From an optimization exercise on the open Yosys and OpenROAD flow, aimed at small area, a short achievable clock period and few clock cycles; shortcuts taken in it are not production practice. Power and IR drop assume default switching activity.

== the previous run ==
==> module axi_bram2axis, before the edit <==
module axi_bram2axis #(
  parameter int AXI_DATA_WIDTH      = 512,
  parameter int AXI_XFER_SIZE_WIDTH = 32,
  parameter int BRAM_ADDR_WIDTH     = 32,
  parameter int BRAM_DATA_WIDTH     = 512,
  parameter int BRAM_DELAY          = 2,
  parameter int FIFO_DEPTH          = BRAM_DELAY + 2
) (
  input  logic                           clk,
  input  logic                           rst,
  input  logic                           i_bs2a_start,
  output logic                           o_bs2a_done,
  input  logic [AXI_XFER_SIZE_WIDTH-1:0] i_bs2a_data_size_bytes,
  output logic                           o_bs2a_rden,
  output logic [BRAM_ADDR_WIDTH-1:0]     o_bs2a_rdaddr,
  input  logic [BRAM_DATA_WIDTH-1:0]     i_bs2a_rddata,
  output logic                           m_axis_tvalid,
  input  logic                           m_axis_tready,
  output logic [AXI_DATA_WIDTH-1:0]      m_axis_tdata,
  output logic                           m_axis_tlast
);
  localparam int NW = AXI_XFER_SIZE_WIDTH - 6;
  localparam int GW = 8;
  localparam int NG = (NW + GW - 1) / GW;
  logic          done_q;    
  logic          rden_q;    
  logic          vld_q;     
  logic          last_q;    
  logic [NG-1:0] en_q;      
  logic [NW-1:0] w_q;       
  logic [NW-1:0] rem_q;     
  logic [NW-1:0] n_in, nxt, rem_dec, addr;
  logic          go, acc, vld_d, last_d, en_d;
  assign n_in = i_bs2a_data_size_bytes[AXI_XFER_SIZE_WIDTH-1:6];
  assign go   = i_bs2a_start && (n_in != '0);
  assign acc  = vld_q && m_axis_tready;
  assign vld_d  = rden_q && !done_q && !acc;
  assign last_d = vld_q ? last_q : (rem_q == NW'(1));
  assign en_d   = vld_d && !last_d;
  always_comb begin
    for (int i = 0; i < NW; i++) begin
      logic [NW-1:0] lo, glo;
      lo         = (NW'(1) << i) - NW'(1);
      glo        = lo & ~((NW'(1) << (i / GW * GW)) - NW'(1));
      nxt[i]     = (en_q[i / GW] && &(w_q | ~glo)) ? ~w_q[i]   : w_q[i];
      rem_dec[i] = (&(~rem_q | ~lo))               ? ~rem_q[i] : rem_q[i];
    end
  end
  axi_bram2axis_amux #(.W(NW)) u_amux (
    .sel(m_axis_tready), .a(nxt), .b(w_q), .y(addr)
  );
  assign o_bs2a_rden   = !done_q;
  assign o_bs2a_rdaddr = BRAM_ADDR_WIDTH'(addr);
  assign o_bs2a_done   = done_q;
  assign m_axis_tvalid = vld_q;
  assign m_axis_tdata  = i_bs2a_rddata;
  assign m_axis_tlast  = last_q;
  always_ff @(posedge clk) begin
    if (rst) begin
      done_q <= 1'b1;
      rden_q <= 1'b0;
      vld_q  <= 1'b0;
      en_q   <= '0;
    end else begin
      rden_q <= o_bs2a_rden;
      vld_q  <= vld_d;
      for (int g = 0; g < NG; g++)
        en_q[g] <= en_d && &(w_q | ~((NW'(1) << (g * GW)) - NW'(1)));
      if (done_q) begin
        if (go) done_q <= 1'b0;
      end else if (acc && last_q) begin
        done_q <= 1'b1;
      end
    end
  end
  always_ff @(posedge clk) begin
    if (rst || done_q) w_q <= '0;
    else if (acc)      w_q <= nxt;
  end
  always_ff @(posedge clk) begin
    if (done_q)                rem_q <= n_in;
    else if (!vld_q && rden_q) rem_q <= rem_dec;
    last_q <= last_d;
  end
endmodule
Settings: LEC_CHECK=0, CAP_MARGIN=20, CORE_AREA=5 5 385 385, CTS_BUF_LIST=sky130_fd_sc_hd__clkbuf_8, CTS_CLUSTER_DIAMETER=100, CTS_CLUSTER_SIZE=50, DIE_AREA=0 0 390 390, SETUP_SLACK_MARGIN=2.2, SLEW_MARGIN=20, SYNTH_HIERARCHICAL=1, SYNTH_MINIMUM_KEEP_SIZE=0; clock period 5.0 ns.
standard.sh (not shown) runs the stock make flow with config.mk's settings and CLKGATE_MAP_FILE= SYNTH_SCRIPT=/design/flow/synth_recipe.tcl, a recipe that flattens the netlist after the stock synthesis.
==> flow/flow/run.sh <==
#!/bin/bash
# The standard layout, with three changes:
# - the port buffers are buf_2 cells instead of the resizer's default (a slow
#   delay cell);
# - the control ports are kept together on one stretch of the bottom edge
#   (flow/pins.tcl), next to the logic between them;
# - after the standard synthesis, the read-address muxes (select m_axis_tready)
#   are rewritten as NAND2 gates (flow/nandmux.py), a faster path from the
#   select to the output with the same function.
set -euo pipefail
export BUFFER_PORTS_ARGS="-buffer_cell sky130_fd_sc_hd__buf_2"
export PRE_IO_PLACEMENT_TCL="$PWD/flow/pins.tcl"
R=orfs/results/sky130hd/axi_bram2axis/base
bash standard.sh synth > synth.log 2>&1
python3 flow/nandmux.py "$R/1_2_yosys.v" > nandmux.log 2>&1
rm -f "$R/1_synth.odb" "$R/1_synth.sdc"
bash standard.sh > standard.log 2>&1
Other scripts of this flow, unchanged in this note and not shown: flow/flow/nandmux.py, flow/flow/pins.tcl
--- input diff the previous run..the current run ---
diff --git a/flow/design.v b/flow/design.v
--- a/flow/design.v
+++ b/flow/design.v
@@ -27,36 +27,30 @@
   output logic                           m_axis_tvalid,
   input  logic                           m_axis_tready,
   output logic [AXI_DATA_WIDTH-1:0]      m_axis_tdata,
   output logic                           m_axis_tlast
 );
   localparam int NW = AXI_XFER_SIZE_WIDTH - 6;
-  localparam int GW = 8;
-  localparam int NG = (NW + GW - 1) / GW;
   logic          done_q;    
   logic          rden_q;    
   logic          vld_q;     
   logic          last_q;    
-  logic [NG-1:0] en_q;      
   logic [NW-1:0] w_q;       
   logic [NW-1:0] rem_q;     
   logic [NW-1:0] n_in, nxt, rem_dec, addr;
-  logic          go, acc, vld_d, last_d, en_d;
+  logic          go, acc, en;
   assign n_in = i_bs2a_data_size_bytes[AXI_XFER_SIZE_WIDTH-1:6];
   assign go   = i_bs2a_start && (n_in != '0);
   assign acc  = vld_q && m_axis_tready;
-  assign vld_d  = rden_q && !done_q && !acc;
-  assign last_d = vld_q ? last_q : (rem_q == NW'(1));
-  assign en_d   = vld_d && !last_d;
+  assign en   = vld_q && !last_q;
   always_comb begin
     for (int i = 0; i < NW; i++) begin
-      logic [NW-1:0] lo, glo;
+      logic [NW-1:0] lo;
       lo         = (NW'(1) << i) - NW'(1);
-      glo        = lo & ~((NW'(1) << (i / GW * GW)) - NW'(1));
-      nxt[i]     = (en_q[i / GW] && &(w_q | ~glo)) ? ~w_q[i]   : w_q[i];
-      rem_dec[i] = (&(~rem_q | ~lo))               ? ~rem_q[i] : rem_q[i];
+      nxt[i]     = (en && &(w_q | ~lo)) ? ~w_q[i]   : w_q[i];
+      rem_dec[i] = (&(~rem_q | ~lo))    ? ~rem_q[i] : rem_q[i];
     end
   end
   axi_bram2axis_amux #(.W(NW)) u_amux (
     .sel(m_axis_tready), .a(nxt), .b(w_q), .y(addr)
   );
   assign o_bs2a_rden   = !done_q;
@@ -67,18 +61,15 @@
   assign m_axis_tlast  = last_q;
   always_ff @(posedge clk) begin
     if (rst) begin
       done_q <= 1'b1;
       rden_q <= 1'b0;
       vld_q  <= 1'b0;
-      en_q   <= '0;
     end else begin
       rden_q <= o_bs2a_rden;
-      vld_q  <= vld_d;
-      for (int g = 0; g < NG; g++)
-        en_q[g] <= en_d && &(w_q | ~((NW'(1) << (g * GW)) - NW'(1)));
+      vld_q  <= rden_q && !done_q && !acc;
       if (done_q) begin
         if (go) done_q <= 1'b0;
       end else if (acc && last_q) begin
         done_q <= 1'b1;
       end
     end
@@ -87,9 +78,9 @@
     if (rst || done_q) w_q <= '0;
     else if (acc)      w_q <= nxt;
   end
   always_ff @(posedge clk) begin
     if (done_q)                rem_q <= n_in;
     else if (!vld_q && rden_q) rem_q <= rem_dec;
-    last_q <= last_d;
+    if (!vld_q) last_q <= (rem_q == NW'(1));
   end
 endmodule
--- outcome ---
- Across the previous run and the current run, the outcome is the same: a clean finish for every run.
- Looking at number of placed instances with taps included, the current run sits 0.92% above the previous run.
- Run comparison: the previous run slowest stage cell on the critical path dfxtp_4; the current run slowest stage cell on the critical path or4_4
- Clock buffer instance count of the final layout sits lower in the current run than in the previous run.
- The current run against the previous run: wire length of the first global-routing pass up 8.9%; overall routed net length now sits higher; via count has increased; starting density of the core about even; number of buffer cells added on primary ports stayed essentially flat.
- Comparing total power for the previous run and the current run, the bigger number came from the previous run.
- In the current run the relative max-transition margin turned out 14 points higher than in the previous run.
- Going from the previous run to the current run, final sequential cell count shrank by a few percent.
No functional check of the RTL was part of any run of this note.

-- what the ideal ports hide --
Ports are ideal in the flow. The routed layouts listed here were re-timed in OpenROAD.
Step 1 assumes that a clkbuf_16 drives the clock port and a buf_2 every other input.
Step 2, shift: input delay + t, output delay - t, t = (earliest + latest rising clock arrival at the registers) / 2. This alone moves slack from input paths to output paths.
Slacks: ideal ports / drivers / drivers and shift; pairs: ideal ports / drivers.
| run | shift t [ns] | setup slack, ns | hold WS [ns] |
|---|---|---|---|
| the previous run | 0.366 | 2.306 / 2.276 / 2.286 | 0.503 / 0.503 / 0.503 |
| the current run | 0.349 | 1.911 / 1.876 / 2.224 | 0.487 / 0.487 / 0.487 |
After both steps every run listed still meets setup and hold. The setup slack of the previous run, which loses most, moves by -0.030 ns with the drivers and by -0.020 ns with both steps.
